What follows belongs to an exercise in optimizing a design on an open flow for small area, a short achievable clock period and few clock cycles; a production flow would make more cautious choices.
At most, simulation tests tie the RTL to the original design; equivalence was not proved.
For runs 1 to 4, only the layout was checked, not whether the RTL still works.
Power figures rest on the tool's default switching activity, not on a simulated workload.

## design.v

```verilog
package isb_pkg;
   localparam int DEPTH      = 16;
   localparam int WORD_WIDTH = 32;
   localparam logic [1:0] MODE_PUSH    = 2'd0;
   localparam logic [1:0] MODE_POP     = 2'd1;
   localparam logic [1:0] MODE_REMOVE  = 2'd2;
   localparam logic [1:0] MODE_REVERSE = 2'd3;
   localparam logic [2:0] ST_OK    = 3'd0;
   localparam logic [2:0] ST_FULL  = 3'd1;
   localparam logic [2:0] ST_EMPTY = 3'd2;
   localparam logic [2:0] ST_NULL  = 3'd3;
   localparam logic [2:0] ST_RANGE = 3'd4;
endpackage
module indexed_stack_buffer (
   input  logic        clock,
   input  logic        reset,
   input  logic        req_tvalid,
   output logic        req_tready,
   input  logic [39:0] req_tdata,
   output logic        rsp_tvalid,
   input  logic        rsp_tready,
   output logic [39:0] rsp_tdata
);
   localparam int N = isb_pkg::DEPTH;
   logic [4:0]  cnt;
   logic [3:0]  base;
   logic        dir;
   logic [3:0]  ptr  [N];
   logic [31:0] data [N];
   logic [3:0]  top_ptr, free_ptr;
   logic [3:0]  r_top;               
   logic        r_valid;
   logic [1:0]  r_mode;
   logic [31:0] r_value;
   logic        r_vzero;
   logic        r_in_range, r_below_top, r_at_top, r_idx_zero;
   logic [3:0]  r_slot, r_hi, r_ldslot;
   logic        q_valid;
   logic [3:0]  q_slot;
   logic        q_read;
   logic [2:0]  q_status;
   logic [4:0]  q_count;
   logic        h_valid, s_valid;
   logic [39:0] h_data, s_data;
   logic        ready;
   logic accept, adv, q_free, move, take;
   logic [3:0] base_n, r_top_n;
   logic [4:0] cnt_n;
   logic       dir_n;
   assign req_tready = ready;
   assign accept     = req_tvalid && ready;
   assign move       = q_valid && !(h_valid && s_valid);
   assign q_free     = !q_valid || move;
   assign adv        = r_valid && q_free;
   assign take       = h_valid && rsp_tready;
   always_ff @(posedge clock) begin
      if (accept) begin
         r_mode   <= req_tdata[1:0];
         r_value  <= req_tdata[33:2];
         r_vzero     <= (req_tdata[33:2] == 32'd0);
         r_in_range  <= ({1'b0, req_tdata[37:34]} < cnt_n);
         r_below_top <= ({1'b0, req_tdata[37:34]} + 5'd1 < cnt_n);
         r_at_top    <= ({1'b0, req_tdata[37:34]} + 5'd1 == cnt_n);
         r_idx_zero  <= (req_tdata[37:34] == 4'd0);
         r_slot      <= dir_n ? (base_n + req_tdata[37:34]) : (base_n - req_tdata[37:34]);
         r_hi        <= dir_n ? (r_top_n - 4'd1) : (base_n - 4'd1);
         r_ldslot    <= dir_n ? r_top_n : base_n;
      end
   end
   assign rsp_tvalid = h_valid;
   assign rsp_tdata  = h_data;
   logic [1:0]  mode;
   logic [31:0] value;
   logic        is_push, is_pop, is_rm, is_rev;
   logic        vzero, empty, full, in_range;
   logic        push_ok, pop_ok, rm_ok, ok;
   logic [2:0]  status;
   logic [4:0]  cnt_next, last;
   assign mode     = r_mode;
   assign value    = r_value;
   assign is_push  = (mode == isb_pkg::MODE_PUSH);
   assign is_pop   = (mode == isb_pkg::MODE_POP);
   assign is_rm    = (mode == isb_pkg::MODE_REMOVE);
   assign is_rev   = (mode == isb_pkg::MODE_REVERSE);
   assign vzero    = r_vzero;
   assign empty    = (cnt == 5'd0);
   assign full     = cnt[4];
   assign last     = cnt - 5'd1;
   assign in_range = r_in_range;
   assign push_ok = !vzero && !full;
   assign pop_ok  = !empty;
   assign rm_ok   = in_range;
   always_comb begin
      unique case (mode)
         isb_pkg::MODE_PUSH:   status = vzero ? isb_pkg::ST_NULL :
                                        full  ? isb_pkg::ST_FULL : isb_pkg::ST_OK;
         isb_pkg::MODE_POP:    status = empty ? isb_pkg::ST_EMPTY : isb_pkg::ST_OK;
         isb_pkg::MODE_REMOVE: status = empty ? isb_pkg::ST_EMPTY :
                                        in_range ? isb_pkg::ST_OK : isb_pkg::ST_RANGE;
         default:              status = isb_pkg::ST_OK;
      endcase
   end
   assign ok = (status == isb_pkg::ST_OK);
   always_comb begin
      unique case (mode)
         isb_pkg::MODE_PUSH:   cnt_next = push_ok ? (cnt + 5'd1) : cnt;
         isb_pkg::MODE_POP:    cnt_next = pop_ok  ? last : cnt;
         isb_pkg::MODE_REMOVE: cnt_next = rm_ok   ? last : cnt;
         default:              cnt_next = cnt;
      endcase
   end
   logic [3:0] r_idx, r_up, r_dn, r_end, r_ld, sh_hi;
   logic [3:0] idx_ptr, up_ptr, dn_ptr, end_ptr, bot_ptr;
   logic       sh_any;
   assign r_idx = r_slot;
   assign r_up  = dir ? (r_top + 4'd2) : (r_top - 4'd2);
   assign r_dn  = dir ? (r_top - 4'd1) : (r_top + 4'd1);
   assign r_end = dir ? (base - 4'd1) : (base + 4'd1);
   assign idx_ptr = ptr[r_idx];
   assign up_ptr  = ptr[r_up];
   assign dn_ptr  = ptr[r_dn];
   assign end_ptr = ptr[r_end];
   assign bot_ptr = ptr[base];
   assign r_ld   = r_ldslot;
   assign sh_hi  = r_hi;
   assign sh_any = in_range && (dir ? r_below_top : !r_idx_zero);
   assign cnt_n = adv ? cnt_next : cnt;
   always_comb begin
      base_n  = base;
      dir_n   = dir;
      r_top_n = r_top;
      if (adv) begin
         unique case (mode)
            isb_pkg::MODE_PUSH: begin
               if (push_ok) r_top_n = dir ? (r_top + 4'd1) : (r_top - 4'd1);
            end
            isb_pkg::MODE_POP: begin
               if (pop_ok) r_top_n = r_dn;
            end
            isb_pkg::MODE_REMOVE: begin
               if (rm_ok) begin
                  if (dir) r_top_n = r_top - 4'd1;
                  else     base_n  = base - 4'd1;
               end
            end
            default: begin
               base_n  = r_top;
               r_top_n = base;
               dir_n   = !dir;
            end
         endcase
      end
   end
   always_ff @(posedge clock) begin
      if (reset) begin
         cnt   <= 5'd0;
         base  <= 4'd0;
         dir   <= 1'b1;
         r_top <= 4'd15;
      end else begin
         cnt   <= cnt_n;
         base  <= base_n;
         dir   <= dir_n;
         r_top <= r_top_n;
      end
   end
   always_ff @(posedge clock) begin
      if (reset) begin
         top_ptr  <= 4'd15;
         free_ptr <= 4'd0;
      end else if (adv) begin
         unique case (mode)
            isb_pkg::MODE_PUSH: begin
               if (push_ok) begin
                  top_ptr  <= free_ptr;
                  free_ptr <= up_ptr;
               end
            end
            isb_pkg::MODE_POP: begin
               if (pop_ok) begin
                  top_ptr  <= dn_ptr;
                  free_ptr <= top_ptr;
               end
            end
            isb_pkg::MODE_REMOVE: begin
               if (rm_ok) begin
                  if (r_at_top) top_ptr <= dn_ptr;
                  if (dir || full) free_ptr <= idx_ptr;
               end
            end
            default: begin
               top_ptr  <= bot_ptr;
               free_ptr <= end_ptr;
            end
         endcase
      end
   end
   for (genvar p = 0; p < N; p++) begin : g_slot
      logic sh, ld, ge_lo, le_hi;
      assign ge_lo = (4'(p) >= r_idx);
      assign le_hi = (4'(p) <= sh_hi);
      assign sh = adv && is_rm && sh_any &&
                  ((r_idx <= sh_hi) ? (ge_lo && le_hi) : (ge_lo || le_hi));
      assign ld = adv && is_rm && rm_ok && (r_ld == 4'(p));
      always_ff @(posedge clock) begin
         if (reset) begin
            ptr[p] <= 4'(p);
         end else if (sh) begin
            ptr[p] <= ptr[(p + 1) % N];
         end else if (ld) begin
            ptr[p] <= idx_ptr;
         end
      end
      always_ff @(posedge clock) begin
         if (q_free && !full && (free_ptr == 4'(p))) begin
            data[p] <= value;
         end
      end
   end
   always_ff @(posedge clock) begin
      if (adv) begin
         q_slot   <= is_pop ? top_ptr : idx_ptr;
         q_read   <= (is_pop && pop_ok) || (is_rm && rm_ok);
         q_status <= status;
         q_count  <= cnt_next;
      end
   end
   logic [39:0] rsp_next;
   logic        r_valid_in, q_valid_in, h_valid_in, s_valid_in;
   assign rsp_next = {q_count, q_read ? data[q_slot] : 32'd0, q_status};
   always_comb begin
      r_valid_in = accept || (r_valid && !adv);
      q_valid_in = adv || (q_valid && !move);
      h_valid_in = h_valid;
      s_valid_in = s_valid;
      if (take) begin
         if (!s_valid && !move) h_valid_in = 1'b0;
         if (s_valid && !move)  s_valid_in = 1'b0;
      end else if (move) begin
         if (h_valid) s_valid_in = 1'b1;
         else         h_valid_in = 1'b1;
      end
   end
   always_ff @(posedge clock) begin
      if (reset) begin
         r_valid <= 1'b0;
         q_valid <= 1'b0;
         h_valid <= 1'b0;
         s_valid <= 1'b0;
         ready   <= 1'b1;
      end else begin
         r_valid <= r_valid_in;
         q_valid <= q_valid_in;
         h_valid <= h_valid_in;
         s_valid <= s_valid_in;
         ready   <= !r_valid_in || !q_valid_in || !(h_valid_in && s_valid_in);
      end
   end
   always_ff @(posedge clock) begin
      if (take) begin
         if (s_valid) begin
            h_data <= s_data;
            if (move) s_data <= rsp_next;
         end else if (move) begin
            h_data <= rsp_next;
         end
      end else if (move) begin
         if (h_valid) s_data <= rsp_next;
         else         h_data <= rsp_next;
      end
   end
endmodule
```

## run.sh

```bash
#!/bin/bash
# synth_recipe.tcl (not shown) runs the flow's synth.tcl, then flattens the netlist and writes it again
# the make line also repeats each setting of config.mk as NAME=value (left out here)
make -C /OpenROAD-flow-scripts/flow DESIGN_CONFIG=/design/flow/config.mk WORK_HOME=/design/flow/orfs CLKGATE_MAP_FILE= SYNTH_SCRIPT=/design/flow/synth_recipe.tcl finish
```

## config.mk

```make
export PLATFORM = sky130hd
export DESIGN_NAME = indexed_stack_buffer
export DESIGN_NICKNAME = indexed_stack_buffer
export VERILOG_FILES = /design/flow/design.v
export SDC_FILE = /design/flow/constraint.sdc
export NUM_CORES = 4
export LEC_CHECK = 0
export CAP_MARGIN = 20
export CORE_MARGIN = 2
export CORE_UTILIZATION = 55
export SETUP_SLACK_MARGIN = 2.4
export SLEW_MARGIN = 20
```

## constraint.sdc

```tcl
create_clock -name core_clock -period 5.0 [get_ports {clock}]
set_input_delay 1.0000 -clock core_clock [delete_from_list [all_inputs] [get_ports {clock}]]
set_output_delay 1.0000 -clock core_clock [all_outputs]
set_load 0.01 [all_outputs]
```

==> results of run 1 <==
## metal layers
layer,vias to the layer above,part of all wire [%],track usage [%]
met2,1853,47,60.4
met4,0,7.1,22.2
met1,12842,35,47.6
met3,442,11,6.31
li1,10831,-,-
met5,-,0,0
## state kept, by name, summed over array words and instances, names as in the netlist, 5 cells and up
register  cells
s_data       40
q_count       5
ptr          64
cnt           5
r_value      32
h_data       40
data        512
## per-stage QoR
| step | worst slack [ns] | instances | instance area (um^2) | utilization [%] | hold slack [ns] |
|---|---|---|---|---|---|
| after floorplan | 1.99 | 2535 | 33400 | - | 0.422 |
| after global placement | 1.32 | 3302 | 35200 | 58.6 | 0.432 |
| after CTS | 2.01 | 3622 | 40200 | 66.9 | 0.451 |
| final | 2.11 | 3696 | 41600 | 69.2 | 0.450 |
| after detailed placement | 1.24 | 3303 | 35200 | 58.7 | 0.434 |
| after global routing | 1.99 | 3696 | 41600 | 69.2 | 0.475 |
## power by group through the flow
stage	clock network [mW]	logic (mW)	registers, mW
floorplan	0	1.09	7.27
global placement	0	1.66	7.37
detailed placement	0	1.68	7.38
CTS	5.60	2.12	7.23
global route	5.87	2.55	7.25
finish	5.57	2.45	7.24
## final cells by class
cell class	count	area, um^2	share of cell area, %
clock inverter	49	433	1.04
inverter	62	259	0.623
clock buffer	93	2000	4.80
tap	782	978	2.35
timing repair buffer	396	3730	8.96
multi-input combinational	1567	12600	30.4
sequential	747	21600	51.9
## repair_timing
| item | in CTS | in global routing |
|---|---|---|
| buffers inserted | 167 | 66 |
| gates resized for setup | 247 | 167 |
| hold endpoints to repair | 0 | 0 |
| setup endpoints to repair | 464 | 316 |
| cloned | 10 | 7 |
| hold buffers | 0 | 0 |
| pin swaps | 81 | 78 |
## synth_stat cells (11+ instances only)
| master | n | share of area [%] |
|---|---|---|
| a211oi_1 | 35 | 0.79 |
| a21oi_1 | 158 | 2.4 |
| a221oi_1 | 103 | 2.7 |
| a22o_1 | 73 | 1.9 |
| a22oi_1 | 117 | 2.6 |
| a31oi_1 | 35 | 0.66 |
| a32oi_1 | 11 | 0.29 |
| and3_1 | 26 | 0.49 |
| buf_1 | 18 | 0.20 |
| buf_2 | 54 | 0.81 |
| clkbuf_1 | 90 | 1.0 |
| dfxtp_1 | 91 | 5.5 |
| edfxtp_1 | 656 | 59 |
| ha_1 | 38 | 1.4 |
| inv_1 | 59 | 0.67 |
| mux2_2 | 63 | 2.1 |
| mux2i_1 | 44 | 1.3 |
| nand2_1 | 146 | 1.7 |
| nand2b_1 | 18 | 0.34 |
| nand3_1 | 68 | 1.0 |
| nand4_1 | 22 | 0.41 |
| nor2_1 | 149 | 1.7 |
| nor2b_1 | 16 | 0.30 |
| nor3_1 | 43 | 0.65 |
| nor4_1 | 12 | 0.23 |
| o21a_1 | 16 | 0.36 |
| o21ai_0 | 99 | 1.5 |
| o221a_2 | 20 | 0.68 |
| o22ai_1 | 13 | 0.24 |
| or3_1 | 12 | 0.23 |
| xnor2_1 | 16 | 0.42 |
## cells by family (layout without fill, tap and decap cells)
logic type	count (synthesis)	in the layout	synth area share, %
xor+xnor	25	25	0.704
mux	112	112	3.74
simple gates	571	583	8.66
flops	747	747	64.8
compound gates	806	807	17.6
buf+inv	234	600	2.98
fa+ha+maj	40	40	1.55
## path summary, 6_finish.rpt
kind / start / slack [ns] / end / depth (start not counted)
min: q_status[1]$_DFFE_PP_ / 0.45 / s_data[1]$_DFFE_PP_ / 0
max: q_valid$_SDFF_PP0_ / 2.11 / data[10][31]$_DFFE_PP_ / 4
max reg2reg: q_valid$_SDFF_PP0_ / 2.11 / data[10][31]$_DFFE_PP_ / 4
min reg2reg: q_status[1]$_DFFE_PP_ / 0.45 / s_data[1]$_DFFE_PP_ / 0
## worst register-to-register path, delay by kind of cell, from the launching register on
family | cells | cell delay (ns)
AND/OR/NAND/NOR | 4 | 2.12
flip-flops | 1 | 0.37
==> results.py, run 1 <==
metrics = {
    "floorplanning": {
        "die_w_um": 250,
        "die_y_um": 250,
        "dieArea_mm2": 0.0624,
        "initial_core_util_pct": 55.3,
        "core_region_area_mm2": 0.0600,
        "rows": 90,
        "pin_count": 86,
    },
    "worst_setup_path": {
        "start_kind": "register",
        "worstPathArrival_ns": 3.12,
        "critPathMaxStageDelay_ns": 1.05,
        "cp_top_family": "simple AND/OR/NAND/NOR gates",
        "crit_chain": "and3_1 > nor2_1 > nand3b_1 > nor2_2",
        "required_ns": 5.23,
        "cp_slowest_cell": "nor2_2",
        "worst-setup-path-type": "reg -> reg",
        "cp_max_fo": 10,
        "crit_buf_inv": 0,
        "setup.worst_path.end_class": "register",
    },
    "clocking": {
        "clock_sinks": 747,
        "clk_pin_slew_ns": 0.06,
        "htreeDepth": 3,
        "clockBufferDepth": 3,
        "worstSkewPairLatency_ns": 0.63,
        "cts_tree": "yes",
        "cts_made_buffers": 77,
        "root_buffer": "clkbuf_16",
    },
    "logic_synthesis": {
        "syn_nets": 2619,
        "syn_area_mm2": 0.0332,
        "synth_warnings": 3,
        "syn_inst": 2535,
        "synthArstFlopShare_pct": 0,
        "avgSynthCellArea_um2": 13.1,
        "yosysUniqueCellTypes": 101,
        "synth_seq_cells": 747,
        "yosysSeqAreaShare_pct": 64.8,
        "synth_ff_type": "edfxtp_1",
        "synth_edf_count": 656,
    },
    "power": {
        "p_clk_share_pct": 36.5,
        "seqPwrFrac_pct": 47.4,
        "vdd_drop_max_mv": 0.245,
        "p_total_mw": 15.3,
        "share_comb_of_total_power_pct": 16.1,
        "power.internal_mw": 11.1,
        "switching_share_pct": 27.0,
        "power_leakage_nw": 14.1,
        "p_per_area_mw_per_mm2": 367,
        "p_sw_mw": 4.12,
    },
    "run_status": {
        "status": "complete, no violations",
    },
    "timing": {
        "grt_setup_unrepaired": "yes",
        "finalCriticalPeriod_ns": 2.89,
        "clock.fmax_ghz": 0.346,
        "tightest_slew_ns": 1.08,
        "tns_ns": 0,
        "slew_violations": 0,
        "timing.slew.headroom_pct": 28.0,
        "min_period_over_period_pct": 57.8,
        "clock_skew_ns": 0.0215,
        "final_hold_viol_count": 0,
        "setup_viol": 0,
    },
    "finish": {
        "final_common_cell": "edfxtp_1",
        "drive_gt1_share_pct": 28.2,
        "fill_cells": 4140,
        "area_delta_synth_final_pct": 25.1,
        "nNetsFinal": 2935,
        "layout_common_cells": "edfxtp_1, buf_4, a21oi_1, nand2_1, a22oi_1",
        "diodes": 0,
    },
    "detailed_routing": {
        "ant_nets": 0,
        "wl_per_cell_um": 32.5,
        "vias_per_cell": 7.03,
        "drt_first_pass_iters": 6,
        "drt_iter0_drc": 3596,
        "routed_wl_mm": 120,
        "drc": 0,
        "vias": 25968,
    },
    "grt": {
        "grt_pass1_vias": 24601,
        "grt_max_degree": 70,
        "grtUsageTotal_pct": 37.3,
        "overflow": 0,
        "grt_pass1_wl_mm": 169,
        "antenna_found_initial": 0,
    },
    "min_path": {
        "hold_class": "reg -> reg",
    },
    "place": {
        "numPortBuffers": 83,
        "gp_congestion": 0.974,
        "hpwlAfterDp_mm": 67.6,
    },
    "run": {
        "drv_cap": 0,
    },
}
==> run 2, diff against run 1 <==
==> flow/run.sh (new file) <==
#!/bin/bash
# The standard layout, except that the port buffers are buf_4 cells
# instead of the slow delay buffers buffer_ports picks by default. Every
# port still gets its buffer. ORFS's per-step logs stay under orfs/logs;
# make's own output goes to flow_make.log.
set -euo pipefail
export BUFFER_PORTS_ARGS="-buffer_cell sky130_fd_sc_hd__buf_4"
bash standard.sh finish > flow_make.log 2>&1
==> standard.sh (new file) <==
#!/bin/bash
# synth_recipe.tcl (not shown) runs the flow's synth.tcl, then flattens the netlist and writes it again
# the make line also repeats each setting of config.mk as NAME=value (left out here)
make -C /OpenROAD-flow-scripts/flow DESIGN_CONFIG=/design/flow/config.mk WORK_HOME=/design/flow/orfs CLKGATE_MAP_FILE= SYNTH_SCRIPT=/design/flow/synth_recipe.tcl "${@:-finish}"
--- a/config.mk
+++ b/config.mk
@@ -9,4 +9,6 @@
 export CORE_MARGIN = 2
 export CORE_UTILIZATION = 55
-export SETUP_SLACK_MARGIN = 2.4
+export CTS_CLUSTER_DIAMETER = 80
+export CTS_CLUSTER_SIZE = 30
+export SETUP_SLACK_MARGIN = 2.5
 export SLEW_MARGIN = 20
removed: run.sh
==> run 2 against run 1 <==
Maximum frequency grew 0.55%. First-iteration DRC count grew 2.9%. Flip-flop and latch count is the same. Hold slack gained 0.0064 ns. Register-to-register slack gained 0.02 ns. Setup slack gained 0.016 ns. Synthesized area is the same. Combinational power grew 12%. Clock skew grew 0.011 ns. Critical path type unchanged.
==> results.py, run 2 <==
metrics = {
    "worst_setup_path": {
        "r2r_end": "r_hi[2]$_DFFE_PP_",
        "ff2ff_path_depth": 11,
        "setup.worst_path.end_class": "register",
        "worstPathArrival_ns": 3.23,
        "endpoint": "r_hi[2]$_DFFE_PP_",
        "r2r-start": "r_mode[0]$_DFFE_PP_",
        "required_ns": 5.36,
        "worst-setup-path-type": "reg -> reg",
        "rrSetupSlack_ns": 2.13,
        "cp-startpoint": "r_mode[0]$_DFFE_PP_",
        "start_kind": "register",
        "cp_max_fo": 8,
    },
    "finish": {
        "layout_common_cells": "edfxtp_1, buf_4, nand2_1, a21oi_1, a22oi_1",
        "area_delta_synth_final_pct": 27.7,
        "top_regs": "data: 512 flops, ptr: 64 flops",
        "largest_register": "data",
        "fill_cells": 3956,
        "final-seq-area_mm2": 0.0216,
        "drive_gt1_share_pct": 36.2,
        "multi_input_area_mm2": 0.0134,
        "fin_area_mm2": 0.0424,
        "final_common_cell": "edfxtp_1",
        "nNetsFinal": 3028,
        "largest_reg_flops": 512,
    },
    "logic_synthesis": {
        "synth_ff_type": "edfxtp_1",
        "synthArstFlopShare_pct": 0,
        "synth_top_area_share_pct": 59.3,
        "synth_seq_cells": 747,
        "yosys.area.top_type": "edfxtp_1",
        "synth_edf_count": 656,
        "synth_warnings": 3,
        "yosysMostFrequentCell": "edfxtp_1",
        "yosysSeqAreaShare_pct": 64.8,
        "syn_nets": 2619,
        "synth_area_leaders": "edfxtp_1, dfxtp_1, a221oi_1",
        "yosysUniqueCellTypes": 101,
        "syn_inst": 2535,
        "syn_area_mm2": 0.0332,
        "synth_common_cells": "edfxtp_1, a21oi_1, nor2_1, nand2_1, a22oi_1",
        "avgSynthCellArea_um2": 13.1,
    },
    "power": {
        "p_per_area_mw_per_mm2": 318,
        "switching_share_pct": 28.5,
        "share_comb_of_total_power_pct": 20.3,
        "vdd_drop_max_mv": 0.276,
        "p_total_mw": 13.5,
        "power.internal_mw": 9.65,
        "power_leakage_nw": 14.6,
        "p_clk_share_pct": 26.1,
        "seqPwrFrac_pct": 53.6,
        "p_sw_mw": 3.84,
    },
    "clocking": {
        "htreeDepth": 2,
        "cts_made_buffers": 35,
        "clock_sinks": 747,
        "cts_hold_buf": 0,
        "clk_pin_slew_ns": 0.11,
        "clockBufferDepth": 3,
        "root_buffer": "clkbuf_16",
        "cts_tree": "yes",
        "worstSkewPairLatency_ns": 0.61,
    },
    "place": {
        "gp_congestion": 0.995,
        "numPortBuffers": 83,
        "hpwlAfterDp_mm": 68.5,
        "dpl_cell_area_mm2": 0.0351,
    },
    "timing": {
        "min_period_over_period_pct": 57.5,
        "timing.slew.headroom_pct": 18.4,
        "grt_setup_unrepaired": "yes",
        "clock.fmax_ghz": 0.348,
        "tightest_slew_ns": 1.22,
        "setup_viol": 0,
        "slew_violations": 0,
        "tns_ns": 0,
        "holdWs_ns": 0.456,
        "clock_skew_ns": 0.0330,
        "final_hold_viol_count": 0,
        "finalCriticalPeriod_ns": 2.87,
    },
    "floorplanning": {
        "core_region_area_mm2": 0.0600,
        "pin_count": 86,
        "dieArea_mm2": 0.0624,
        "die_w_um": 250,
        "die_y_um": 250,
        "initial_core_util_pct": 55.3,
        "rows": 90,
    },
    "grt": {
        "grtUsageTotal_pct": 37.7,
        "overflow": 0,
        "grt_pass1_wl_mm": 171,
        "grt_pass1_vias": 24253,
        "antenna_found_initial": 1,
        "grt_max_degree": 83,
    },
    "detailed_routing": {
        "ant_nets": 0,
        "vias": 26498,
        "routed_wl_mm": 124,
        "drc": 0,
        "drt_iter0_drc": 3702,
        "drt_first_pass_iters": 6,
        "vias_per_cell": 7.07,
        "wl_per_cell_um": 33.1,
    },
    "min_path": {
        "hold_class": "reg -> reg",
        "worstHoldStart": "q_count[3]$_DFFE_PP_",
    },
    "run_status": {
        "status": "complete, no violations",
    },
    "run": {
        "drv_cap": 0,
    },
}
-- run 2: layout make-up --
type,count,area share [%]
timing repair buffer,532,11.9
clock buffer,40,2.16
sequential,747,50.8
tap,782,2.31
inverter,62,0.643
antenna,1,0.00590
multi-input combinational,1566,31.6
clock inverter,16,0.552
-- run 2: worst min path at each step --
stage | end | slack (ns) | depth (start not counted)
after floorplan | s_data[0]$_DFFE_PP_ | 0.42 | 0
after global placement | s_data[0]$_DFFE_PP_ | 0.43 | 0
after detailed placement | s_data[38]$_DFFE_PP_ | 0.44 | 0
after CTS | s_data[38]$_DFFE_PP_ | 0.45 | 0
after global routing | s_data[38]$_DFFE_PP_ | 0.47 | 0
final | s_data[38]$_DFFE_PP_ | 0.46 | 0
-- run 2: through the flow --
stage | cells | setup WS [ns] | utilization (%)
floorplan | 2535 | 1.99 | -
global placement | 3310 | 1.50 | 58.4
detailed placement | 3310 | 1.37 | 58.4
CTS | 3611 | 2.08 | 66.4
global route | 3745 | 2.06 | 70.6
finish | 3746 | 2.13 | 70.6
-- run 2: per-layer routing --
metal	global-route usage [%]	vias up	wire (um)
met5	0	-	7
met4	19.6	2	8600
met3	5.53	442	13000
met2	61.4	1894	58200
met1	49.3	13210	44100
li1	-	10950	-
-- run 2: kinds of logic (layout without fill, tap and decap cells) --
| logic type | count (synthesis) | in the layout | synth area share, % |
|---|---|---|---|
| buffers and inverters | 234 | 650 | 2.98 |
| AOI/OAI and AO/OA | 806 | 807 | 17.6 |
| adders and majority gates | 40 | 40 | 1.55 |
| muxes | 112 | 112 | 3.74 |
| DFF | 747 | 747 | 64.8 |
| xor gates and xnor gates | 25 | 25 | 0.704 |
| and+or+nand+nor | 571 | 582 | 8.66 |
| other | 0 | 1 | 0 |
-- run 2: power by group through the flow --
stage          sequential (mW)  combinational [mW]  clock [mW]
3_3_place_gp              7.36                1.65           0
6_report                  7.22                2.74        3.53
4_1_cts                   7.21                2.29        3.53
2_1_floorplan             7.27                1.09           0
3_5_place_dp              7.38                1.67           0
5_1_grt                   7.24                2.84        3.73
-- run 2: timing repair --
| action | CTS | global route |
|---|---|---|
| pin swaps | 119 | 157 |
| endpoints found under the setup margin | 547 | 412 |
| setup buffers | 232 | 127 |
| gates cloned | 13 | 7 |
| resized for setup | 334 | 314 |
-- run 2: worst max-delay path, cell delays in order (launching register included) --
cell	delay [ns]
edfxtp_1	0.48
buf_6	0.16
inv_4	0.06
ha_4	0.20
or4b_4	0.47
a32o_2	0.25
a211oi_2	0.19
a221o_1	0.22
mux2_4	0.25
inv_2	0.06
ha_4	0.15
xor2_1	0.15
==> run 3, diff against run 2 <==
--- a/design.v
+++ b/design.v
@@ -46,4 +46,7 @@
    logic accept, adv, q_free, move, take;
    logic [3:0] base_n, r_top_n;
+   logic [3:0] slot_n, hi_n, ld_n;
+   logic [3:0] top_ptr_n, free_ptr_n;
+   logic [N-1:0] wen;
    logic [4:0] cnt_n;
    logic       dir_n;
@@ -63,7 +66,7 @@
          r_at_top    <= ({1'b0, req_tdata[37:34]} + 5'd1 == cnt_n);
          r_idx_zero  <= (req_tdata[37:34] == 4'd0);
-         r_slot      <= dir_n ? (base_n + req_tdata[37:34]) : (base_n - req_tdata[37:34]);
-         r_hi        <= dir_n ? (r_top_n - 4'd1) : (base_n - 4'd1);
-         r_ldslot    <= dir_n ? r_top_n : base_n;
+         r_slot      <= slot_n;
+         r_hi        <= hi_n;
+         r_ldslot    <= ld_n;
       end
    end
@@ -165,31 +168,74 @@
       end
    end
+   always_comb begin
+      top_ptr_n  = top_ptr;
+      free_ptr_n = free_ptr;
+      if (adv) begin
+         unique case (mode)
+            isb_pkg::MODE_PUSH: begin
+               if (push_ok) begin
+                  top_ptr_n  = free_ptr;
+                  free_ptr_n = up_ptr;
+               end
+            end
+            isb_pkg::MODE_POP: begin
+               if (pop_ok) begin
+                  top_ptr_n  = dn_ptr;
+                  free_ptr_n = top_ptr;
+               end
+            end
+            isb_pkg::MODE_REMOVE: begin
+               if (rm_ok) begin
+                  if (r_at_top) top_ptr_n = dn_ptr;
+                  if (dir || full) free_ptr_n = idx_ptr;
+               end
+            end
+            default: begin
+               top_ptr_n  = bot_ptr;
+               free_ptr_n = end_ptr;
+            end
+         endcase
+      end
+   end
    always_ff @(posedge clock) begin
       if (reset) begin
          top_ptr  <= 4'd15;
          free_ptr <= 4'd0;
-      end else if (adv) begin
+      end else begin
+         top_ptr  <= top_ptr_n;
+         free_ptr <= free_ptr_n;
+      end
+   end
+   always_comb begin
+      logic [3:0] idx_in;
+      idx_in = req_tdata[37:34];
+      slot_n = dir ? (base + idx_in) : (base - idx_in);
+      hi_n   = dir ? (r_top - 4'd1) : (base - 4'd1);
+      ld_n   = dir ? r_top : base;
+      if (adv) begin
          unique case (mode)
             isb_pkg::MODE_PUSH: begin
                if (push_ok) begin
-                  top_ptr  <= free_ptr;
-                  free_ptr <= up_ptr;
+                  hi_n = dir ? r_top : (base - 4'd1);
+                  ld_n = dir ? (r_top + 4'd1) : base;
                end
             end
             isb_pkg::MODE_POP: begin
                if (pop_ok) begin
-                  top_ptr  <= dn_ptr;
-                  free_ptr <= top_ptr;
+                  hi_n = dir ? (r_top - 4'd2) : (base - 4'd1);
+                  ld_n = dir ? (r_top - 4'd1) : base;
                end
             end
             isb_pkg::MODE_REMOVE: begin
                if (rm_ok) begin
-                  if (r_at_top) top_ptr <= dn_ptr;
-                  if (dir || full) free_ptr <= idx_ptr;
+                  slot_n = dir ? (base + idx_in) : (base - 4'd1 - idx_in);
+                  hi_n   = dir ? (r_top - 4'd2) : (base - 4'd2);
+                  ld_n   = dir ? (r_top - 4'd1) : (base - 4'd1);
                end
             end
             default: begin
-               top_ptr  <= bot_ptr;
-               free_ptr <= end_ptr;
+               slot_n = dir ? (r_top - idx_in) : (r_top + idx_in);
+               hi_n   = dir ? (r_top - 4'd1) : (base - 4'd1);
+               ld_n   = dir ? r_top : base;
             end
          endcase
@@ -213,5 +259,5 @@
       end
       always_ff @(posedge clock) begin
-         if (q_free && !full && (free_ptr == 4'(p))) begin
+         if (wen[p]) begin
             data[p] <= value;
          end
@@ -249,4 +295,5 @@
          s_valid <= 1'b0;
          ready   <= 1'b1;
+         wen     <= N'(1);
       end else begin
          r_valid <= r_valid_in;
@@ -255,4 +302,8 @@
          s_valid <= s_valid_in;
          ready   <= !r_valid_in || !q_valid_in || !(h_valid_in && s_valid_in);
+         for (int p = 0; p < N; p++) begin
+            wen[p] <= (!q_valid_in || !(h_valid_in && s_valid_in)) &&
+                      !cnt_n[4] && (free_ptr_n == 4'(p));
+         end
       end
    end
==> run 3 against run 2 <==
Final area is 2.6% lower. Flip-flop and latch count is 16 higher. Total power is 0.35% higher. Synthesized area is 2.7% higher. Critical endpoint is now wen[0]$_SDFF_PP1_. Sequential share of layout area is 2.2 points higher. Register-to-register slack worse by 0.42 ns. Synthesized cell count is 4.3% higher. Setup slack worse by 0.42 ns. Clock skew is 0.0053 ns higher. Die area is 2.7% higher. First-iteration DRC count is 5.8% lower. Still clean on timing, DRC and antenna.
==> results.py, run 3 <==
metrics = {
    "run_status": {
        "status": "complete, no violations",
    },
    "logic_synthesis": {
        "yosysSeqAreaShare_pct": 64.0,
        "synth_warnings": 3,
        "synth_compound_area_share_pct": 15.6,
        "synth_ff_type": "edfxtp_1",
        "synth_fa_ha_area_share_pct": 2.38,
        "syn_nets": 2741,
        "synth_edf_count": 656,
        "synthArstFlopShare_pct": 0,
        "syn_area_mm2": 0.0341,
        "synth_seq_cells": 763,
        "yosys.area.top_type": "edfxtp_1",
        "synth_area_leaders": "edfxtp_1, dfxtp_1, a22oi_1",
        "synth_top_family_by_area": "compound AO/OA/AOI/OAI gates",
        "yosysUniqueCellTypes": 88,
        "muxShareOfSynthArea_pct": 5.23,
        "synth_common_cells": "edfxtp_1, a22oi_1, nor2_1, nand2_1, clkbuf_1",
        "syn_inst": 2644,
        "yosysMostFrequentCell": "edfxtp_1",
        "synthSimpleGateAreaFrac_pct": 9.37,
        "synth_top_area_share_pct": 57.8,
        "synth-xor-area-share_pct": 1.05,
        "avgSynthCellArea_um2": 12.9,
    },
    "timing": {
        "clock_skew_ns": 0.0383,
        "clock.fmax_ghz": 0.304,
        "tightest_slew_ns": 0.976,
        "grt_setup_unrepaired": "yes",
        "tns_ns": 0,
        "min_period_over_period_pct": 65.8,
        "setup_viol": 0,
        "finalCriticalPeriod_ns": 3.29,
        "timing.slew.headroom_pct": 34.9,
        "slew_violations": 0,
        "final_hold_viol_count": 0,
    },
    "clocking": {
        "cts_hold_buf": 0,
        "root_buffer": "clkbuf_16",
        "clockBufferDepth": 3,
        "worstSkewPairLatency_ns": 0.61,
        "clk_pin_slew_ns": 0.11,
        "htreeDepth": 2,
        "cts_made_buffers": 35,
        "clock_sinks": 763,
        "cts_tree": "yes",
    },
    "worst_setup_path": {
        "start_kind": "register",
        "worstPathArrival_ns": 3.79,
        "ff2ff_path_depth": 12,
        "r2r-start": "base[1]$_SDFFE_PP0P_",
        "required_ns": 5.50,
        "setup.worst_path.end_class": "register",
        "worst-setup-path-type": "reg -> reg",
        "cp_max_fo": 8,
        "cp-startpoint": "base[1]$_SDFFE_PP0P_",
    },
    "power": {
        "vdd_drop_max_mv": 0.264,
        "power_leakage_nw": 14.0,
        "p_per_area_mw_per_mm2": 328,
    },
    "finish": {
        "area_delta_synth_final_pct": 21.1,
        "nNetsFinal": 3025,
        "largest_register": "data",
        "diodes": 0,
        "drive_gt1_share_pct": 30.4,
        "fin_area_mm2": 0.0413,
        "layout_common_cells": "edfxtp_1, buf_4, a22oi_1, nand2_1, nor2_1",
        "final_common_cell": "edfxtp_1",
        "largest_reg_flops": 512,
        "top_regs": "data: 512 flops, ptr: 64 flops",
    },
    "detailed_routing": {
        "drt_iter0_drc": 3486,
        "vias_per_cell": 6.92,
        "drc": 0,
        "ant_nets": 0,
        "wl_per_cell_um": 32.0,
        "routed_wl_mm": 120,
        "vias": 25857,
        "drt_first_pass_iters": 8,
    },
    "place": {
        "gp_congestion": 1.01,
        "hpwlAfterDp_mm": 66.1,
        "numPortBuffers": 83,
        "dpl_cell_area_mm2": 0.0361,
    },
    "floorplanning": {
        "die_y_um": 253,
        "core_region_area_mm2": 0.0615,
        "die_w_um": 253,
        "initial_core_util_pct": 55.5,
        "rows": 91,
        "dieArea_mm2": 0.0640,
        "pin_count": 86,
    },
    "grt": {
        "grt_pass1_wl_mm": 169,
        "grt_pass1_vias": 24690,
        "overflow": 0,
        "grt_max_degree": 43,
        "grtUsageTotal_pct": 36.6,
        "antenna_found_initial": 0,
    },
    "min_path": {
        "holdPathStages": 0,
        "worstHoldStart": "q_status[2]$_DFFE_PP_",
        "hold_class": "reg -> reg",
    },
    "run": {
        "drv_cap": 0,
    },
}
==> run 3: cells by family after synthesis <==
| logic type | count (synthesis) |
|---|---|
| compound gates | 743 |
| buf+inv | 211 |
| xor+xnor | 41 |
| flops | 763 |
| fa+ha+maj | 65 |
| mux | 163 |
| simple gates | 658 |
==> run 3: final cells by class <==
cell class / instances / area [um^2]
tap: 790 / 988
inverter: 40 / 221
clock buffer: 39 / 912
fill: 4377 / 20200
multi-input combinational: 1680 / 13300
sequential: 763 / 21900
clock inverter: 15 / 250
timing repair buffer: 408 / 3700
==> run 3: final timing paths <==
path                                             to  slack [ns]
worst min register to register  s_data[2]$_DFFE_PP_        0.46
worst min-delay path            s_data[2]$_DFFE_PP_        0.46
worst max register to register    wen[0]$_SDFF_PP1_        1.71
worst max-delay path              wen[0]$_SDFF_PP1_        1.71
==> run 3: repair_timing <==
item                       in CTS  in global routing
setup buffers                 160                 79
cloned                         20                  2
resized for setup             278                183
pin swaps                     104                112
setup endpoints to repair     180                129
==> run 3: layer usage <==
layer  vias up  global-route usage, %  part of all wire, %
met3       408                   4.99                  9.1
met5         -                      0                    0
met1     12850                   47.9                   37
met2      1618                   59.6                   47
met4         0                   20.0                  6.7
li1      10981                      -                    -
==> run 3: worst max-delay path, cell delays in order, from the launching register on <==
cell and delay (ns):
dfxtp_4 0.38, clkinvlp_4 0.17, buf_6 0.17, ha_4 0.26
buf_12 0.14, xnor2_4 0.35, nor3_2 0.10, a221o_1 0.32
a222oi_1 0.41, o2111a_2 0.32, buf_4 0.15, nand3_4 0.09
o41ai_2 0.36
==> run 3: per-stage QoR <==
stage	hold WS (ns)	util (%)	power [mW]	std cells	setup WS, ns
finish	0.455	67.2	13.5	3735	1.71
global route	0.475	67.2	13.9	3735	1.63
CTS	0.458	64.9	13.2	3654	1.72
detailed placement	0.434	58.7	9.27	3420	0.907
global placement	0.431	58.7	9.23	3420	0.964
floorplan	0.422	-	8.59	2644	1.79
==> run 3: where the power goes <==
| group | internal (mW) | switching (mW) |
|---|---|---|
| sequential | 7.14 | 0.176 |
| combinational | 1.13 | 1.55 |
| clock | 1.50 | 2.04 |
==> run 4, diff against run 3 <==
--- a/design.v
+++ b/design.v
@@ -45,5 +45,7 @@
    logic        ready;
    logic accept, adv, q_free, move, take;
+   logic inc, dec;
    logic [3:0] base_n, r_top_n;
+   logic [3:0] r_up, r_dn, r_end;
    logic [3:0] slot_n, hi_n, ld_n;
    logic [3:0] top_ptr_n, free_ptr_n;
@@ -53,7 +55,4 @@
    assign req_tready = ready;
    assign accept     = req_tvalid && ready;
-   assign move       = q_valid && !(h_valid && s_valid);
-   assign q_free     = !q_valid || move;
-   assign adv        = r_valid && q_free;
    assign take       = h_valid && rsp_tready;
    always_ff @(posedge clock) begin
@@ -62,7 +61,13 @@
          r_value  <= req_tdata[33:2];
          r_vzero     <= (req_tdata[33:2] == 32'd0);
-         r_in_range  <= ({1'b0, req_tdata[37:34]} < cnt_n);
-         r_below_top <= ({1'b0, req_tdata[37:34]} + 5'd1 < cnt_n);
-         r_at_top    <= ({1'b0, req_tdata[37:34]} + 5'd1 == cnt_n);
+         r_in_range  <= inc ? ({1'b0, req_tdata[37:34]} <= cnt) :
+                        dec ? ({1'b0, req_tdata[37:34]} + 5'd1 < cnt) :
+                              ({1'b0, req_tdata[37:34]} < cnt);
+         r_below_top <= inc ? ({1'b0, req_tdata[37:34]} < cnt) :
+                        dec ? ({1'b0, req_tdata[37:34]} + 5'd2 < cnt) :
+                              ({1'b0, req_tdata[37:34]} + 5'd1 < cnt);
+         r_at_top    <= inc ? ({1'b0, req_tdata[37:34]} == cnt) :
+                        dec ? ({1'b0, req_tdata[37:34]} + 5'd2 == cnt) :
+                              ({1'b0, req_tdata[37:34]} + 5'd1 == cnt);
          r_idx_zero  <= (req_tdata[37:34] == 4'd0);
          r_slot      <= slot_n;
@@ -113,11 +118,8 @@
       endcase
    end
-   logic [3:0] r_idx, r_up, r_dn, r_end, r_ld, sh_hi;
+   logic [3:0] r_idx, r_ld, sh_hi;
    logic [3:0] idx_ptr, up_ptr, dn_ptr, end_ptr, bot_ptr;
    logic       sh_any;
    assign r_idx = r_slot;
-   assign r_up  = dir ? (r_top + 4'd2) : (r_top - 4'd2);
-   assign r_dn  = dir ? (r_top - 4'd1) : (r_top + 4'd1);
-   assign r_end = dir ? (base - 4'd1) : (base + 4'd1);
    assign idx_ptr = ptr[r_idx];
    assign up_ptr  = ptr[r_up];
@@ -128,5 +130,7 @@
    assign sh_hi  = r_hi;
    assign sh_any = in_range && (dir ? r_below_top : !r_idx_zero);
-   assign cnt_n = adv ? cnt_next : cnt;
+   assign inc   = adv && is_push && push_ok;
+   assign dec   = adv && ((is_pop && pop_ok) || (is_rm && rm_ok));
+   assign cnt_n = inc ? (cnt + 5'd1) : dec ? last : cnt;
    always_comb begin
       base_n  = base;
@@ -161,5 +165,11 @@
          dir   <= 1'b1;
          r_top <= 4'd15;
+         r_up  <= 4'd1;
+         r_dn  <= 4'd14;
+         r_end <= 4'd15;
       end else begin
+         r_up  <= dir_n ? (r_top_n + 4'd2) : (r_top_n - 4'd2);
+         r_dn  <= dir_n ? (r_top_n - 4'd1) : (r_top_n + 4'd1);
+         r_end <= dir_n ? (base_n - 4'd1)  : (base_n + 4'd1);
          cnt   <= cnt_n;
          base  <= base_n;
@@ -296,4 +306,7 @@
          ready   <= 1'b1;
          wen     <= N'(1);
+         move    <= 1'b0;
+         q_free  <= 1'b1;
+         adv     <= 1'b0;
       end else begin
          r_valid <= r_valid_in;
@@ -302,4 +315,7 @@
          s_valid <= s_valid_in;
          ready   <= !r_valid_in || !q_valid_in || !(h_valid_in && s_valid_in);
+         move    <= q_valid_in && !(h_valid_in && s_valid_in);
+         q_free  <= !q_valid_in || !(h_valid_in && s_valid_in);
+         adv     <= r_valid_in && (!q_valid_in || !(h_valid_in && s_valid_in));
          for (int p = 0; p < N; p++) begin
             wen[p] <= (!q_valid_in || !(h_valid_in && s_valid_in)) &&
--- a/config.mk
+++ b/config.mk
@@ -9,6 +9,6 @@
 export CORE_MARGIN = 2
 export CORE_UTILIZATION = 55
-export CTS_CLUSTER_DIAMETER = 80
-export CTS_CLUSTER_SIZE = 30
-export SETUP_SLACK_MARGIN = 2.5
+export CTS_CLUSTER_DIAMETER = 60
+export CTS_CLUSTER_SIZE = 20
+export SETUP_SLACK_MARGIN = 2.6
 export SLEW_MARGIN = 20
==> run 4 against run 3 <==
Highest routed layer is now met5. Global-route usage down 0.29 points. Critical path depth up 3. Flip-flop and latch count up 13. Die area up 3.9%. Non-clock buffer count up 11. Clock power up 21%. Routed wire length up 4.4%. First-iteration DRC count up 5.6%. Synthesized area up 4.0%. Maximum frequency up 14%.
==> results.py, run 4 <==
metrics = {
    "clocking": {
        "worstSkewPairLatency_ns": 0.64,
        "cts_made_buffers": 52,
        "htreeDepth": 2,
        "root_buffer": "clkbuf_16",
        "cts_tree": "yes",
        "clock_sinks": 776,
        "cts_hold_buf": 0,
        "clk_pin_slew_ns": 0.08,
        "clockBufferDepth": 3,
    },
    "place": {
        "hpwlAfterDp_mm": 69.5,
        "numPortBuffers": 83,
        "gp_congestion": 0.975,
    },
    "logic_synthesis": {
        "syn_area_mm2": 0.0355,
        "avgSynthCellArea_um2": 12.7,
        "synth_edf_count": 656,
        "syn_inst": 2800,
        "synthArstFlopShare_pct": 0,
        "synth_seq_cells": 776,
        "yosys.area.top_type": "edfxtp_1",
        "yosysSeqAreaShare_pct": 62.3,
        "syn_nets": 2908,
        "synth_common_cells": "edfxtp_1, a22oi_1, nand2_1, nor2_1, a21oi_1",
        "yosysMostFrequentCell": "edfxtp_1",
        "yosysUniqueCellTypes": 104,
        "synth_warnings": 3,
        "synth_area_leaders": "edfxtp_1, dfxtp_1, a22oi_1",
        "synth_top_area_share_pct": 55.5,
        "synth_ff_type": "edfxtp_1",
    },
    "power": {
        "share_comb_of_total_power_pct": 22.0,
        "seqPwrFrac_pct": 49.9,
        "power.internal_mw": 10.8,
        "p_sw_mw": 4.43,
        "p_per_area_mw_per_mm2": 351,
        "p_clk_share_pct": 28.1,
        "switching_share_pct": 29.2,
        "power_leakage_nw": 15.0,
        "vdd_drop_max_mv": 0.322,
    },
    "grt": {
        "overflow": 0,
        "grt_max_degree": 78,
        "grt_pass1_vias": 25987,
        "grt_pass1_wl_mm": 177,
        "grtUsageTotal_pct": 36.3,
        "antenna_found_initial": 1,
    },
    "floorplanning": {
        "initial_core_util_pct": 55.3,
        "core_region_area_mm2": 0.0641,
        "die_y_um": 258,
        "dieArea_mm2": 0.0666,
        "die_w_um": 258,
        "rows": 93,
        "pin_count": 86,
    },
    "timing": {
        "timing.slew.headroom_pct": 33.6,
        "clock.fmax_ghz": 0.346,
        "grt_setup_unrepaired": "yes",
        "slew_violations": 0,
        "finalCriticalPeriod_ns": 2.89,
        "setup_viol": 0,
        "min_period_over_period_pct": 57.8,
        "final_hold_viol_count": 0,
        "tightest_slew_ns": 0.996,
        "clock_skew_ns": 0.0182,
        "tns_ns": 0,
    },
    "finish": {
        "area_delta_synth_final_pct": 22.2,
        "top_regs": "data: 512 flops, ptr: 64 flops",
        "largest_reg_flops": 512,
        "layout_common_cells": "edfxtp_1, buf_4, a22oi_1, nand2_1, nor2_1",
        "fin_util_pct": 67.6,
        "nNetsFinal": 3190,
        "final_common_cell": "edfxtp_1",
        "largest_register": "data",
        "drive_gt1_share_pct": 29.6,
    },
    "run": {
        "drv_cap": 0,
    },
    "run_status": {
        "status": "complete, no violations",
    },
    "detailed_routing": {
        "drc": 0,
        "routed_wl_mm": 125,
        "vias_per_cell": 6.94,
        "wl_per_cell_um": 31.5,
        "ant_nets": 0,
        "drt_first_pass_iters": 9,
        "drt_iter0_drc": 3680,
        "vias": 27484,
    },
    "worst_setup_path": {
        "start_kind": "register",
        "required_ns": 5.49,
        "setup.worst_path.end_class": "register",
        "worstPathArrival_ns": 3.38,
        "worst-setup-path-type": "reg -> reg",
        "cp_max_fo": 9,
    },
    "min_path": {
        "hold_class": "reg -> reg",
    },
}
==> run 4: changes by cell type in the layout (fill, tap and decap cells not counted), moves of 17 or more <==
cell / change
nand4_1: -17
inv_1: +20
nor2_4: -21
a22oi_1: -18
o311a_1: +21
clkbuf_16: +17
mux2_2: -37
o21ai_0: +35
nor2b_1: +18
nand2_1: -18
==> run 4: power groups by stage <==
stage                     clock network, mW  registers (mW)  logic [mW]
after CTS                              4.31            7.57        2.91
after floorplan                           0            7.64        1.55
after global placement                    0            7.76        2.23
final                                  4.27            7.59        3.34
after global routing                   4.53            7.61        3.50
after detailed placement                  0            7.77        2.26
==> run 4: repair_timing <==
| item | in CTS | in global routing |
|---|---|---|
| cloned | 9 | 4 |
| pin swaps | 84 | 105 |
| buffers inserted | 164 | 74 |
| setup endpoints to repair | 194 | 146 |
| gates resized for setup | 321 | 228 |
==> run 4: layer usage <==
layer	global-route usage, %	part of all wire [%]	wire length, um
met3	6.18	11	13400
met4	18.4	5.9	7320
met2	57.1	46	57500
met5	0	0.0088	11
met1	49.1	37	46600
==> run 4: path summary, 6_finish.rpt <==
| path | start | to | slack, ns | depth (start not counted) |
|---|---|---|---|---|
| max reg2reg | r_mode[1]$_DFFE_PP_ | r_dn[3]$_SDFF_PP1_ | 2.11 | 15 |
| min reg2reg | q_status[2]$_DFFE_PP_ | s_data[2]$_DFFE_PP_ | 0.45 | 0 |
| min | q_status[2]$_DFFE_PP_ | s_data[2]$_DFFE_PP_ | 0.45 | 0 |
| max | r_mode[1]$_DFFE_PP_ | r_dn[3]$_SDFF_PP1_ | 2.11 | 15 |
==> run 4: area by class of cell <==
class | count | area (um^2)
repair buffers | 419 | 4010
diodes | 1 | 2.50
clock inverters | 21 | 244
multi-input cells | 1772 | 14200
well taps | 855 | 1070
flip-flops and latches | 776 | 22200
clock buffers | 58 | 1350
fillers | 4564 | 20800
inverters | 61 | 280
==> run 4: worst max-delay path, stage by stage (launching register included) <==
cell	delay, ns
edfxtp_1	0.43
buf_6	0.16
ha_4	0.17
buf_8	0.14
nand2_8	0.11
mux2i_2	0.09
a221oi_2	0.28
o31ai_2	0.14
o21a_1	0.22
a2bb2oi_4	0.19
buf_6	0.14
ha_4	0.25
nand2_2	0.04
o21ai_2	0.12
xor2_1	0.19
nand2_1	0.07
==> run 4: metrics by stage <==
| step | worst slack [ns] | hold WS (ns) | power (mW) | instance area, um^2 | std cells |
|---|---|---|---|---|---|
| 6_report | 2.11 | 0.448 | 15.2 | 43300 | 3963 |
| 5_1_grt | 2.04 | 0.457 | 15.6 | 43300 | 3962 |
| 4_1_cts | 2.26 | 0.452 | 14.8 | 41700 | 3884 |
| 3_5_place_dp | 1.39 | 0.432 | 10.0 | 37200 | 3632 |
| 3_3_place_gp | 1.37 | 0.434 | 9.98 | 37200 | 3630 |
| 2_1_floorplan | 2.31 | 0.422 | 9.19 | 35700 | 2800 |
==> run 4: logic make-up after synthesis <==
logic type | after synthesis | share of synthesized area [%]
compound gates | 862 | 17.4
simple gates | 666 | 9.52
fa+ha+maj | 87 | 3.05
flops | 776 | 62.3
xor+xnor | 33 | 0.815
buf+inv | 255 | 3.23
mux | 121 | 3.73
==> run 5, diff against run 4 <==
--- a/design.v
+++ b/design.v
@@ -50,5 +50,4 @@
    logic [3:0] slot_n, hi_n, ld_n;
    logic [3:0] top_ptr_n, free_ptr_n;
-   logic [N-1:0] wen;
    logic [4:0] cnt_n;
    logic       dir_n;
@@ -133,20 +132,38 @@
    assign dec   = adv && ((is_pop && pop_ok) || (is_rm && rm_ok));
    assign cnt_n = inc ? (cnt + 5'd1) : dec ? last : cnt;
+   logic [3:0] r_up_n, r_dn_n, r_end_n;
    always_comb begin
       base_n  = base;
       dir_n   = dir;
       r_top_n = r_top;
+      r_up_n  = r_up;
+      r_dn_n  = r_dn;
+      r_end_n = r_end;
       if (adv) begin
          unique case (mode)
             isb_pkg::MODE_PUSH: begin
-               if (push_ok) r_top_n = dir ? (r_top + 4'd1) : (r_top - 4'd1);
+               if (push_ok) begin
+                  r_top_n = dir ? (r_top + 4'd1) : (r_top - 4'd1);
+                  r_up_n  = dir ? (r_top + 4'd3) : (r_top - 4'd3);
+                  r_dn_n  = r_top;
+               end
             end
             isb_pkg::MODE_POP: begin
-               if (pop_ok) r_top_n = r_dn;
+               if (pop_ok) begin
+                  r_top_n = r_dn;
+                  r_up_n  = dir ? (r_top + 4'd1) : (r_top - 4'd1);
+                  r_dn_n  = dir ? (r_top - 4'd2) : (r_top + 4'd2);
+               end
             end
             isb_pkg::MODE_REMOVE: begin
                if (rm_ok) begin
-                  if (dir) r_top_n = r_top - 4'd1;
-                  else     base_n  = base - 4'd1;
+                  if (dir) begin
+                     r_top_n = r_dn;
+                     r_up_n  = r_top + 4'd1;
+                     r_dn_n  = r_top - 4'd2;
+                  end else begin
+                     base_n  = base - 4'd1;
+                     r_end_n = base;
+                  end
                end
             end
@@ -155,4 +172,7 @@
                r_top_n = base;
                dir_n   = !dir;
+               r_up_n  = dir ? (base - 4'd2) : (base + 4'd2);
+               r_dn_n  = dir ? (base + 4'd1) : (base - 4'd1);
+               r_end_n = dir ? (r_top + 4'd1) : (r_top - 4'd1);
             end
          endcase
@@ -169,7 +189,7 @@
          r_end <= 4'd15;
       end else begin
-         r_up  <= dir_n ? (r_top_n + 4'd2) : (r_top_n - 4'd2);
-         r_dn  <= dir_n ? (r_top_n - 4'd1) : (r_top_n + 4'd1);
-         r_end <= dir_n ? (base_n - 4'd1)  : (base_n + 4'd1);
+         r_up  <= r_up_n;
+         r_dn  <= r_dn_n;
+         r_end <= r_end_n;
          cnt   <= cnt_n;
          base  <= base_n;
@@ -269,5 +289,5 @@
       end
       always_ff @(posedge clock) begin
-         if (wen[p]) begin
+         if (q_free && !full && (free_ptr == 4'(p))) begin
             data[p] <= value;
          end
@@ -305,5 +325,4 @@
          s_valid <= 1'b0;
          ready   <= 1'b1;
-         wen     <= N'(1);
          move    <= 1'b0;
          q_free  <= 1'b1;
@@ -318,8 +337,4 @@
          q_free  <= !q_valid_in || !(h_valid_in && s_valid_in);
          adv     <= r_valid_in && (!q_valid_in || !(h_valid_in && s_valid_in));
-         for (int p = 0; p < N; p++) begin
-            wen[p] <= (!q_valid_in || !(h_valid_in && s_valid_in)) &&
-                      !cnt_n[4] && (free_ptr_n == 4'(p));
-         end
       end
    end
==> run 5 against run 4 <==
Sequential share of layout area shrank 3.7 points. Synthesized area up 0.70%. Utilization up 4.0 points. First-iteration DRC count rose by 49%. Non-clock buffer count up 84. Global-route usage grew 5.3 points. Combinational power up 26%. Total power is 6.6% higher. Final cell count is 7.3% higher. Setup slack lost 0.062 ns. Critical endpoint is now h_data[32]$_DFFE_PP_.
==> results.py, run 5 <==
metrics = {
    "logic_synthesis": {
        "synthArstFlopShare_pct": 0,
        "synth_top_area_share_pct": 55.1,
        "syn_inst": 2995,
        "synth_ff_type": "edfxtp_1",
        "yosys.area.top_type": "edfxtp_1",
        "yosysUniqueCellTypes": 90,
        "synth_edf_count": 656,
        "synth_common_cells": "edfxtp_1, nand2_1, nor2_1, a21oi_1, o21ai_0",
        "synth_warnings": 3,
        "synth_seq_cells": 762,
        "avgSynthCellArea_um2": 11.9,
        "synth_area_leaders": "edfxtp_1, dfxtp_1, a21oi_1",
        "yosysMostFrequentCell": "edfxtp_1",
        "syn_area_mm2": 0.0357,
        "yosysSeqAreaShare_pct": 61.1,
        "syn_nets": 3099,
    },
    "timing": {
        "slew_violations": 0,
        "tns_ns": 0,
        "setup_viol": 0,
        "grt_setup_unrepaired": "yes",
        "holdWs_ns": 0.460,
        "finalCriticalPeriod_ns": 2.95,
        "timing.slew.headroom_pct": 22.3,
        "tightest_slew_ns": 1.15,
        "clock.fmax_ghz": 0.339,
        "min_period_over_period_pct": 59.0,
        "final_hold_viol_count": 0,
        "clock_skew_ns": 0.0544,
    },
    "worst_setup_path": {
        "start_kind": "register",
        "setup.worst_path.end_class": "register",
        "cp_max_fo": 8,
        "rrSetupSlack_ns": 2.05,
        "worst-setup-path-type": "reg -> reg",
        "required_ns": 5.43,
        "worstPathArrival_ns": 3.38,
    },
    "finish": {
        "multi_input_area_mm2": 0.0156,
        "area_delta_synth_final_pct": 28.9,
        "largest_register": "data",
        "top_regs": "data: 512 flops, ptr: 64 flops",
        "largest_reg_flops": 512,
        "drive_gt1_share_pct": 33.5,
        "fill_cells": 4167,
        "nNetsFinal": 3466,
        "final-seq-area_mm2": 0.0218,
        "final_common_cell": "edfxtp_1",
        "layout_common_cells": "edfxtp_1, buf_4, nand2_1, nor2_1, a21oi_1",
    },
    "detailed_routing": {
        "ant_nets": 0,
        "vias_per_cell": 7.21,
        "vias": 30651,
        "drt_iter0_drc": 5466,
        "drt_first_pass_iters": 7,
        "routed_wl_mm": 149,
        "drc": 0,
        "wl_per_cell_um": 35.1,
    },
    "place": {
        "gp_congestion": 1.01,
        "hpwlAfterDp_mm": 81.3,
        "numPortBuffers": 83,
    },
    "floorplanning": {
        "pin_count": 86,
        "core_region_area_mm2": 0.0643,
        "rows": 93,
        "dieArea_mm2": 0.0670,
        "initial_core_util_pct": 55.5,
        "die_w_um": 259,
        "die_y_um": 259,
    },
    "clocking": {
        "htreeDepth": 2,
        "cts_made_buffers": 53,
        "clockBufferDepth": 3,
        "cts_tree": "yes",
        "clock_sinks": 762,
        "worstSkewPairLatency_ns": 0.70,
        "root_buffer": "clkbuf_16",
        "clk_pin_slew_ns": 0.08,
    },
    "power": {
        "power_leakage_nw": 16.3,
        "vdd_drop_max_mv": 0.296,
        "p_per_area_mw_per_mm2": 352,
    },
    "grt": {
        "antenna_found_initial": 5,
        "grt_max_degree": 98,
        "overflow": 0,
        "grt_pass1_vias": 28250,
        "grtUsageTotal_pct": 41.6,
        "grt_pass1_wl_mm": 200,
    },
    "min_path": {
        "hold_class": "reg -> reg",
    },
    "run_status": {
        "status": "complete, no violations",
    },
    "run": {
        "drv_cap": 0,
    },
}
==> run 5: critical path: stages (launching register included) <==
cell and delay (ns):
edfxtp_1 0.48, buf_6 0.18, buf_12 0.16, buf_12 0.13
buf_4 0.14, nand2b_4 0.08, buf_6 0.17, nor2_4 0.07
a32o_2 0.24, a221oi_4 0.60, a21oi_4 0.15, mux2_4 0.29
==> run 5: repair_timing <==
item / CTS / global route
hold buffers: 0 / 0
pin swaps: 183 / 134
gates resized for setup: 512 / 296
setup buffers: 213 / 85
cloned: 23 / 10
setup endpoints to repair: 586 / 395
==> run 5: final timing paths <==
path,start,end,depth (start not counted)
setup reg to reg,q_slot[3]$_DFFE_PP_,h_data[32]$_DFFE_PP_,11
hold reg to reg,q_status[2]$_DFFE_PP_,s_data[2]$_DFFE_PP_,0
hold / removal,q_status[2]$_DFFE_PP_,s_data[2]$_DFFE_PP_,0
setup / recovery,q_slot[3]$_DFFE_PP_,h_data[32]$_DFFE_PP_,11
==> run 5: final cells by class <==
class                   count  share of cell area [%]
clock inverters            23                   0.687
multi-input cells        1984                    34.0
inverters                  58                   0.576
diodes                      6                  0.0326
flip-flops and latches    762                    47.4
repair buffers            503                    12.0
well taps                 855                    2.32
clock buffers              61                    2.95
==> run 5: cell families after synthesis <==
family                   Yosys count  share of synthesized area [%]
AO/OA/AOI/OAI                    901                           17.3
AND/OR/NAND/NOR                  808                           10.3
flip-flops                       762                           61.1
buffers and inverters            255                           2.92
multiplexers                     158                           4.95
adder cells (fa/ha/maj)           71                           2.51
XOR/XNOR                          40                          0.981
==> run 5: per-layer routing <==
layer | part of all wire (%) | up-vias | track usage [%]
met1 | 33 | 14804 | 51.3
met2 | 44 | 2745 | 64.4
li1 | - | 12352 | -
met3 | 13 | 750 | 9.59
met4 | 9.6 | 0 | 30.8
met5 | 0 | - | 0
==> run 5: power by group <==
| group | internal (mW) | switching [mW] |
|---|---|---|
| Sequential | 7.21 | 0.289 |
| Clock | 2.08 | 2.42 |
| Combinational | 1.80 | 2.41 |
| Total | 11.1 | 5.11 |
==> run 5: through the flow <==
stage	cells	total power, mW	worst slack [ns]	util (%)	area (um^2)
after global routing	4246	16.5	2.07	71.5	46000
after detailed placement	3829	10.0	1.51	58.5	37600
after floorplan	2995	9.00	2.13	-	35800
after CTS	4149	15.5	2.17	68.1	43800
after global placement	3827	9.98	1.46	58.4	37600
final	4252	16.2	2.05	71.6	46100
Testbench counts of run 5, summed over its fixed seeds: cycles 16,032.
==> run 6, diff against run 5 <==
--- a/config.mk
+++ b/config.mk
@@ -11,4 +11,4 @@
 export CTS_CLUSTER_DIAMETER = 60
 export CTS_CLUSTER_SIZE = 20
-export SETUP_SLACK_MARGIN = 2.6
+export SETUP_SLACK_MARGIN = 2.2
 export SLEW_MARGIN = 20
==> run 6 against run 5 <==
Still clean. Non-clock buffer count down 230. Final area down 11%. Clock-buffer cell count is 7 lower. Clock power barely moved. Synthesized cell count unchanged. Flip-flop and latch count did not move. Register-to-register slack improved by 0.097 ns. Highest routed layer unchanged.
==> results.py, run 6 <==
metrics = {
    "logic_synthesis": {
        "syn_inst": 2995,
        "synth_seq_cells": 762,
        "synth_ff_type": "edfxtp_1",
        "synth_common_cells": "edfxtp_1, nand2_1, nor2_1, a21oi_1, o21ai_0",
        "synth_area_leaders": "edfxtp_1, dfxtp_1, a21oi_1",
        "synth_warnings": 3,
        "syn_area_mm2": 0.0357,
        "synthArstFlopShare_pct": 0,
        "synth_edf_count": 656,
        "syn_nets": 3099,
        "yosysMostFrequentCell": "edfxtp_1",
        "avgSynthCellArea_um2": 11.9,
        "yosysSeqAreaShare_pct": 61.1,
        "synth_top_area_share_pct": 55.1,
        "yosys.area.top_type": "edfxtp_1",
        "yosysUniqueCellTypes": 90,
    },
    "detailed_routing": {
        "ant_nets": 0,
        "drt_first_pass_iters": 9,
        "drt_iter0_drc": 4496,
        "wl_per_cell_um": 32.4,
        "routed_wl_mm": 130,
        "drc": 0,
        "vias_per_cell": 6.96,
        "vias": 27946,
    },
    "worst_setup_path": {
        "cp_slowest_cell": "edfxtp_1",
        "crit_buf_inv": 5,
        "critPathMaxStageDelay_ns": 0.41,
        "crit_top_cell": "buf_4",
        "cp_max_fo": 11,
        "worstPathArrival_ns": 3.27,
        "cp.depth": 11,
        "endpoint": "h_data[14]$_DFFE_PP_",
        "crit_chain": "buf_4 > buf_8 > clkinv_2 > buf_12 > nor2_1 > buf_4 > a22o_1 > a222oi_1 > o21ai_1 > o221a_2 > mux2_2",
        "cp-startpoint": "q_slot[3]$_DFFE_PP_",
        "start_kind": "register",
        "cp_top_family": "compound AO/OA/AOI/OAI gates",
        "r2r_end": "h_data[14]$_DFFE_PP_",
        "r2r-start": "q_slot[3]$_DFFE_PP_",
        "ff2ff_path_depth": 11,
        "rrSetupSlack_ns": 2.15,
        "required_ns": 5.41,
        "setup.worst_path.end_class": "register",
        "worst-setup-path-type": "reg -> reg",
    },
    "timing": {
        "grt_setup_unrepaired": "yes",
        "final_hold_viol_count": 0,
        "tightest_slew_ns": 1.14,
        "min_period_over_period_pct": 57.1,
        "slew_violations": 0,
        "holdWs_ns": 0.465,
        "setup_slack_ns": 2.15,
        "clock.fmax_ghz": 0.350,
        "timing.slew.headroom_pct": 24.2,
        "tns_ns": 0,
        "finalCriticalPeriod_ns": 2.85,
        "clock_skew_ns": 0.0400,
        "setup_viol": 0,
    },
    "grt": {
        "grtUsageTotal_pct": 38.1,
        "grt_max_degree": 98,
        "met2_usage_pct": 58.5,
        "busiest_layer": "met2",
        "antenna_found_initial": 0,
        "grt_pass1_vias": 26093,
        "overflow": 0,
        "grt_pass1_wl_mm": 184,
        "use_met3_pct": 7.42,
        "grtUsageMet1_pct": 49.2,
    },
    "finish": {
        "top_regs": "data: 512 flops, ptr: 64 flops",
        "largest_register": "data",
        "multi_input_area_mm2": 0.0136,
        "final-seq-area_mm2": 0.0218,
        "fin_area_mm2": 0.0410,
        "fin_cells": 4013,
        "layout_common_cells": "edfxtp_1, nand2_1, nor2_1, buf_4, a21oi_1",
        "nNetsFinal": 3231,
        "diodes": 0,
        "largest_reg_flops": 512,
        "final_common_cell": "edfxtp_1",
        "area_delta_synth_final_pct": 14.7,
        "drive_gt1_share_pct": 19.0,
        "fill_cells": 4895,
        "fin_util_pct": 63.7,
    },
    "floorplanning": {
        "pin_count": 86,
        "rows": 93,
        "initial_core_util_pct": 55.5,
        "die_w_um": 259,
        "core_region_area_mm2": 0.0643,
        "die_y_um": 259,
        "dieArea_mm2": 0.0670,
    },
    "place": {
        "gp_congestion": 0.998,
        "placedCellCount": 3842,
        "numPortBuffers": 83,
        "hpwlAfterDp_mm": 80.9,
        "dpl_cell_area_mm2": 0.0376,
        "pre_cts_ws_ns": 1.44,
    },
    "clocking": {
        "clockBufferDepth": 3,
        "cts_hold_buf": 0,
        "worstSkewPairLatency_ns": 0.66,
        "clk_pin_slew_ns": 0.08,
        "htreeDepth": 2,
        "root_buffer": "clkbuf_16",
        "clock_sinks": 762,
        "cts_made_buffers": 52,
        "cts_tree": "yes",
    },
    "run_status": {
        "status": "complete, no violations",
    },
    "power": {
        "vdd_drop_max_mv": 0.313,
        "power_leakage_nw": 14.2,
        "p_total_mw": 14.9,
        "p_per_area_mw_per_mm2": 363,
    },
    "min_path": {
        "hold_class": "reg -> reg",
    },
    "run": {
        "drv_cap": 0,
    },
}
run 6: cell types whose count changed in the layout (fill, tap and decap cells not counted), moves of 31 or more:
cell     previous run  this run
buf_6              97        16
buf_4             303       225
o21ai_0            99       147
a21oi_1           158       200
a21oi_2            45         7
buf_12             57        19
o21ai_1            41         6
nor2_1            198       232
nand2_1           228       259
run 6: cell type report:
class                   count  area share (%)
flip-flops and latches    762            53.3
clock buffers              54            3.22
repair buffers            273            6.25
well taps                 855            2.61
clock inverters            31           0.958
inverters                  58           0.586
multi-input cells        1980            33.1
run 6: how the worst min path moves through the flow:
stage	startpoint	endpoint	slack, ns	cells past startpoint
3_5_place_dp	q_count[2]$_DFFE_PP_	s_data[37]$_DFFE_PP_	0.44	0
2_1_floorplan	q_status[0]$_DFFE_PP_	s_data[0]$_DFFE_PP_	0.43	0
4_1_cts	q_count[2]$_DFFE_PP_	s_data[37]$_DFFE_PP_	0.46	0
5_1_grt	q_count[2]$_DFFE_PP_	s_data[37]$_DFFE_PP_	0.48	0
6_report	q_status[0]$_DFFE_PP_	s_data[0]$_DFFE_PP_	0.47	0
3_3_place_gp	q_count[2]$_DFFE_PP_	s_data[37]$_DFFE_PP_	0.44	0
run 6: repair_timing:
| item | in CTS | in global routing |
|---|---|---|
| resized for setup | 94 | 89 |
| gates cloned | 6 | 3 |
| pin swaps | 13 | 17 |
| buffers inserted | 55 | 20 |
| endpoints found under the setup margin | 283 | 217 |
run 6: routing by layer:
| layer | share of wire, % | wire length [um] | up-vias |
|---|---|---|---|
| li1 | - | - | 11855 |
| met1 | 36 | 46400 | 13714 |
| met2 | 45 | 58200 | 1940 |
| met3 | 11 | 14700 | 437 |
| met4 | 8.2 | 10700 | 0 |
| met5 | 0 | 0 | - |
run 6: logic make-up after synthesis:
logic type	share of synthesized area (%)
multiplexers	4.95
buffers and inverters	2.92
adder cells (fa/ha/maj)	2.51
AO/OA/AOI/OAI	17.3
flip-flops	61.1
XOR/XNOR	0.981
AND/OR/NAND/NOR	10.3
run 6: report_power, final:
part	switching [mW]	internal (mW)	total, mW
sequential	0.266	7.20	7.47
combinational	1.83	1.09	2.92
clock	2.31	2.19	4.50

Setup slack of run 6, layout unchanged: 2.145 ns with ideal ports, 2.145 ns with driving cells assumed (clock clkbuf_16, inputs buf_2), 1.612 ns with port delays also shifted by the 0.708 ns mid clock arrival.
